Background: an optimization exercise with open tools, aiming at small area. Do not read the settings as production practice. In this exercise RTL edits were held to simulation tests only and were not proved equivalent to the original. No activity file was given, so power comes from the tool's default toggle rates.

willow:
==> flow/design.v (excerpt) <==
module param_memory #(
   parameter int WIDTH      = 32,
   parameter int DEPTH      = 48,
   parameter int ADDR_WIDTH = 6,
   parameter int RD_LATENCY = 2,
   parameter int RESET_MEM  = 1
) (
   input  logic                  clk_i,
   input  logic                  rst_i,
   input  logic                  valid_i,
   output logic                  ready_o,
   input  logic                  wr_rd_i,
   input  logic [ADDR_WIDTH-1:0] addr_i,
   input  logic [WIDTH-1:0]      wdata_i,
   input  logic [WIDTH/8-1:0]    wstrb_i,
   output logic                  rvalid_o,
   output logic [WIDTH-1:0]      rdata_o,
   output logic                  rerr_o,
   input  logic                  rready_i
);
Size in the first run: roughly 3400 cells after synthesis, roughly 1700 flip-flops, roughly 0.046 sq mm of cells after synthesis.
make LEC_CHECK=0 CAP_MARGIN=20 CORE_MARGIN=2 CORE_UTILIZATION=40 SLEW_MARGIN=20 finish   # period 5.0 ns
run.sh (not shown) runs the stock make flow with config.mk's settings and CLKGATE_MAP_FILE= SYNTH_SCRIPT=/design/flow/synth_recipe.tcl, a recipe that flattens the netlist after the stock synthesis.
The flow completed for willow, but it is not clean: the layout still shows setup timing.
The inputs of yarrow differ from those of willow as listed below.
--- a/flow/config.mk
+++ b/flow/config.mk
@@ -10 +10,3 @@
-export CORE_UTILIZATION = 40
+export CORE_UTILIZATION = 65
+export CTS_BUF_LIST = sky130_fd_sc_hd__clkbuf_8
+export CTS_CLUSTER_SIZE = 24
Notes after the runs:
As for a clean layout from yarrow and willow, there is none. yarrow vs. willow: met3 capacity usage during global routing rose by 6.2 points; worst-skew pair later-pin latency up 110 ps; die outline width dropped about 21%; number of buffers added for setup after CTS picked up an extra 6. As far as final antenna diode count goes, yarrow and willow are indistinguishable; the numbers are identical. yarrow ends up with lower worst slew margin relative to its limit than willow does. Cmp yarrow and willow / number of antenna violations at the first check in global routing / higher: yarrow. Delta (yarrow minus willow): via count normalized by instance count +0.87, relative contribution of the clock network to total power decreased 2.7 points, non-clock buffer count went up 3.1%, sequential share of power has decreased.

---

The RTL this note starts from:
==> flow/design.v <==
module param_memory #(
   parameter int WIDTH      = 32,
   parameter int DEPTH      = 48,
   parameter int ADDR_WIDTH = 6,
   parameter int RD_LATENCY = 2,
   parameter int RESET_MEM  = 1
) (
   input  logic                  clk_i,
   input  logic                  rst_i,
   input  logic                  valid_i,
   output logic                  ready_o,
   input  logic                  wr_rd_i,
   input  logic [ADDR_WIDTH-1:0] addr_i,
   input  logic [WIDTH-1:0]      wdata_i,
   input  logic [WIDTH/8-1:0]    wstrb_i,
   output logic                  rvalid_o,
   output logic [WIDTH-1:0]      rdata_o,
   output logic                  rerr_o,
   input  logic                  rready_i
);
   localparam int NBYTES = WIDTH / 8;
   localparam int NRING  = 16;
   localparam int NSLOT  = 3;
   logic                  ready_q, rvalid_q, rerr_q;
   logic [1:0]            ph_q;
   logic [ADDR_WIDTH-1:0] addr_q;
   logic [WIDTH-1:0]      data_q;                 
   logic [NBYTES-1:0]     wstrb_q;
   logic                  pend_q;                 
   logic [1:0]            nrot_q;
   logic [WIDTH-1:0]      rdata_q;
   logic [1:0]            clr_q;                  
   logic [WIDTH-1:0]      slot_q [NRING][NSLOT];
   logic busy, rd_wait, q_ok, clear;
   assign busy    = ~ready_q & ~rvalid_q;
   assign rd_wait = busy & ~ph_q[1] & ph_q[0];
   assign q_ok    = addr_q < 6'(DEPTH);
   assign clear   = (busy & (ph_q == 2'b00)) | (|clr_q);
   logic [1:0] nrot_pre;
   assign nrot_pre = (nrot_q == 2'd0) ? 2'd2 : nrot_q - 2'd1;
   logic [5:0]       ra;
   logic             r_tap;
   logic [WIDTH-1:0] tap_word;
   assign ra    = ready_q ? addr_i : addr_q;
   assign r_tap = (ra < 6'(DEPTH)) & (ra[5:4] == nrot_q);
   always_comb begin
      tap_word = '0;
      for (int j = 0; j < NRING; j++) begin
         tap_word = tap_word | (slot_q[j][0] & {WIDTH{ra[3:0] == 4'(j)}});
      end
   end
   logic [NRING-1:0]  whit;
   always_comb begin
      for (int j = 0; j < NRING; j++) begin
         whit[j] = pend_q & (addr_q[5:4] == nrot_pre) & (addr_q[3:0] == 4'(j));
      end
   end
   always_ff @(posedge clk_i) begin
      for (int j = 0; j < NRING; j++) begin
         for (int k = 0; k < NBYTES; k++) begin
            logic load, keep;
            load = whit[j] & wstrb_q[k];
            keep = ~load & ~clear;
            slot_q[j][0][8*k +: 8] <= (data_q[8*k +: 8] & {8{load}}) | (slot_q[j][2][8*k +: 8] & {8{keep}});
         end
         slot_q[j][1] <= slot_q[j][0];
         slot_q[j][2] <= slot_q[j][1];
      end
   end
   always_ff @(posedge clk_i) begin
      if (!rst_i) begin
         nrot_q <= '0;
         clr_q  <= 2'b00;
      end else begin
         nrot_q <= nrot_pre;
         clr_q  <= {clr_q[0], busy & (ph_q == 2'b00)};
      end
   end
   always_ff @(posedge clk_i) begin
      if (ready_q) begin
         addr_q  <= addr_i;
         data_q  <= wdata_i;
         wstrb_q <= wstrb_i;
      end
      if (r_tap && ((ready_q && valid_i && !wr_rd_i) || rd_wait)) begin
         data_q <= tap_word;
      end
   end
   always_ff @(posedge clk_i) begin
      if (!rst_i) begin
         ready_q  <= 1'b0;
         rvalid_q <= 1'b0;
         rerr_q   <= 1'b0;
         rdata_q  <= '0;
         ph_q     <= 2'b00;
         pend_q   <= 1'b0;
      end else begin
         if (|whit) pend_q <= 1'b0;
         if (ready_q && valid_i) begin
            ready_q <= 1'b0;
            ph_q    <= {wr_rd_i, 1'b1};
            pend_q  <= wr_rd_i & (addr_i < 6'(DEPTH));
         end
         if (busy) begin
            if (!ph_q[1] && !ph_q[0]) ready_q <= 1'b1;
            if (ph_q[0] && !ph_q[1]) ph_q <= 2'b10;
            if (ph_q[1]) begin
               rvalid_q <= 1'b1;
               rerr_q   <= ~q_ok;
               rdata_q  <= (ph_q[0] || !q_ok) ? '0 : (r_tap ? tap_word : data_q);
            end
         end
         if (rvalid_q && rready_i) begin
            rvalid_q <= 1'b0;
            rerr_q   <= 1'b0;
            ready_q  <= 1'b1;
         end
      end
   end
   assign ready_o  = ready_q;
   assign rvalid_o = rvalid_q;
   assign rdata_o  = rdata_q;
   assign rerr_o   = rerr_q;
endmodule
Settings: LEC_CHECK=0, CAP_MARGIN=20, CORE_MARGIN=2, CORE_UTILIZATION=75, PLACE_DENSITY=0.8, SLEW_MARGIN=20; clock period 5.0 ns.
standard.sh (not shown) runs the stock make flow with config.mk's settings and CLKGATE_MAP_FILE= SYNTH_SCRIPT=/design/flow/synth_recipe.tcl, a recipe that flattens the netlist after the stock synthesis.
==> flow/flow/run.sh <==
#!/bin/bash
# The standard layout, with a leaner clock tree (small clock buffers, larger
# sink clusters, no dummy loads) and single-drive port buffers.
set -euo pipefail
bash standard.sh finish \
  "CTS_ARGS=-sink_clustering_enable -repair_clock_nets -dont_use_dummy_load -buf_list {sky130_fd_sc_hd__clkbuf_4} -sink_clustering_size 10 -sink_clustering_max_diameter 30" \
  "BUFFER_PORTS_ARGS=-buffer_cell sky130_fd_sc_hd__buf_1" > standard.log 2>&1
Next try:
CORE_UTILIZATION = 65   (was 75)
PLACE_DENSITY = unset   (was 0.8)
Result: Fmax decreases by a few percent. Critical path depth goes up by 1. Total power increases slightly. Global-route usage went down by 3.4 points. Non-clock buffer count came out higher by 10. Sequential share of layout area decreases by 0.62 points. Cell area goes up slightly. Routed wire length climbs by a few percent. Cell count came out higher by a few percent.
Next try:
CORE_UTILIZATION = 80   (was 65)
PLACE_DENSITY = 0.85   (was unset)
Effect:
- total power shrinks by 1.0%
- count of clock-buffer cells in the layout drops by 16
- cell count shrinks by 3.2%
Next try:
==> flow/flow/run.sh (replaced) <==
#!/bin/bash
# The standard layout, with a leaner clock tree (small clock buffers, larger
# sink clusters, no dummy loads) and single-drive port buffers.
set -euo pipefail
bash standard.sh finish \
  "CTS_ARGS=-sink_clustering_enable -repair_clock_nets -dont_use_dummy_load -buf_list {sky130_fd_sc_hd__clkbuf_4 sky130_fd_sc_hd__clkbuf_8} -sink_clustering_size 20 -sink_clustering_max_diameter 40" \
  "BUFFER_PORTS_ARGS=-buffer_cell sky130_fd_sc_hd__buf_1" > standard.log 2>&1
CORE_UTILIZATION = 65   (was 80)
PLACE_DENSITY = unset   (was 0.85)
Outcome: The new run completed without violations. Routed wire length is about the same. Total power grows by 3.6%. Area after synthesis stays the same. Setup slack improved by 100 ps. Clock-buffer cell count shrinks by 54. Cell area grows by 1.6%. Worst hold slack improved by 220 ps.
Next try:
==> flow/flow/run.sh (replaced) <==
#!/bin/bash
# The standard layout, with a leaner clock tree (small clock buffers, larger
# sink clusters, no dummy loads) and single-drive port buffers.
set -euo pipefail
bash standard.sh finish \
  "CTS_ARGS=-sink_clustering_enable -repair_clock_nets -dont_use_dummy_load -buf_list {sky130_fd_sc_hd__clkbuf_4} -sink_clustering_size 12 -sink_clustering_max_diameter 30" \
  "BUFFER_PORTS_ARGS=-buffer_cell sky130_fd_sc_hd__buf_1" > standard.log 2>&1
CORE_UTILIZATION = 80   (was 65)
PLACE_DENSITY = 0.85   (was unset)
What happened:
- setup slack degrades by 24 ps
- fmax fell by 0.62%
- core utilization went up by 15 points
- clock power is lower by 15%
- clock-buffer cell count climbs by 40
- synthesized area is unchanged
- total power went down by 4.2%
- non-clock buffer count fell by 8
- critical path depth decreases by 1
- final area is lower by 1.8%
- die area went down by 18%

port drivers added, routing unchanged:
How much do the figures lean on ideal ports? The routed layouts below were timed once more, with nothing changed but the port constraints.
Step 1 (the two cells are an assumption about what drives the block):
set clk [get_ports {clk_i}]
set_driving_cell -lib_cell sky130_fd_sc_hd__clkbuf_16 $clk
set_driving_cell -lib_cell sky130_fd_sc_hd__buf_2 [delete_from_list [all_inputs] $clk]
Step 2 times the ports against the registers' clock, not the clock port: input delays grow and output delays shrink by t, the midpoint of the rising clock arrivals with the driver on.
a / b / c = no drivers / after step 1 / after step 2; a / b = the first two.
run | t (ns) | setup WS [ns] | hold WS [ns] | worst setup path after step 2 | latest minus earliest clock arrival (ns)
willow | 0.831 | -0.421 / -0.404 / -1.201 | 0.297 / 0.297 / 0.297 | input to register | 0.030 / 0.030
yarrow | 0.930 | -0.384 / -0.360 / -1.272 | 0.298 / 0.298 / 0.298 | input to register | 0.056 / 0.056
the first run of note 2 | 1.104 | 1.258 / 1.258 / 0.687 | 0.155 / 0.119 / 0.289 | input to register | 0.095 / 0.095
the second run of note 2 | 1.146 | 1.037 / 1.037 / 0.834 | 0.081 / 0.041 / 0.231 | input to register | 0.135 / 0.135
the third run of note 2 | 1.176 | 0.999 / 0.999 / 0.770 | 0.061 / 0.029 / 0.258 | input to register | 0.088 / 0.089
the fourth run of note 2 | 0.865 | 1.100 / 1.100 / 0.803 | 0.281 / 0.281 / 0.281 | input to register | 0.083 / 0.083
the fifth run of note 2 | 1.162 | 1.076 / 1.076 / 0.770 | 0.064 / 0.024 / 0.246 | input to register | 0.109 / 0.110
For yarrow, which loses most, drivers alone change the setup slack by +0.024 ns; drivers and shift together by -0.888 ns.
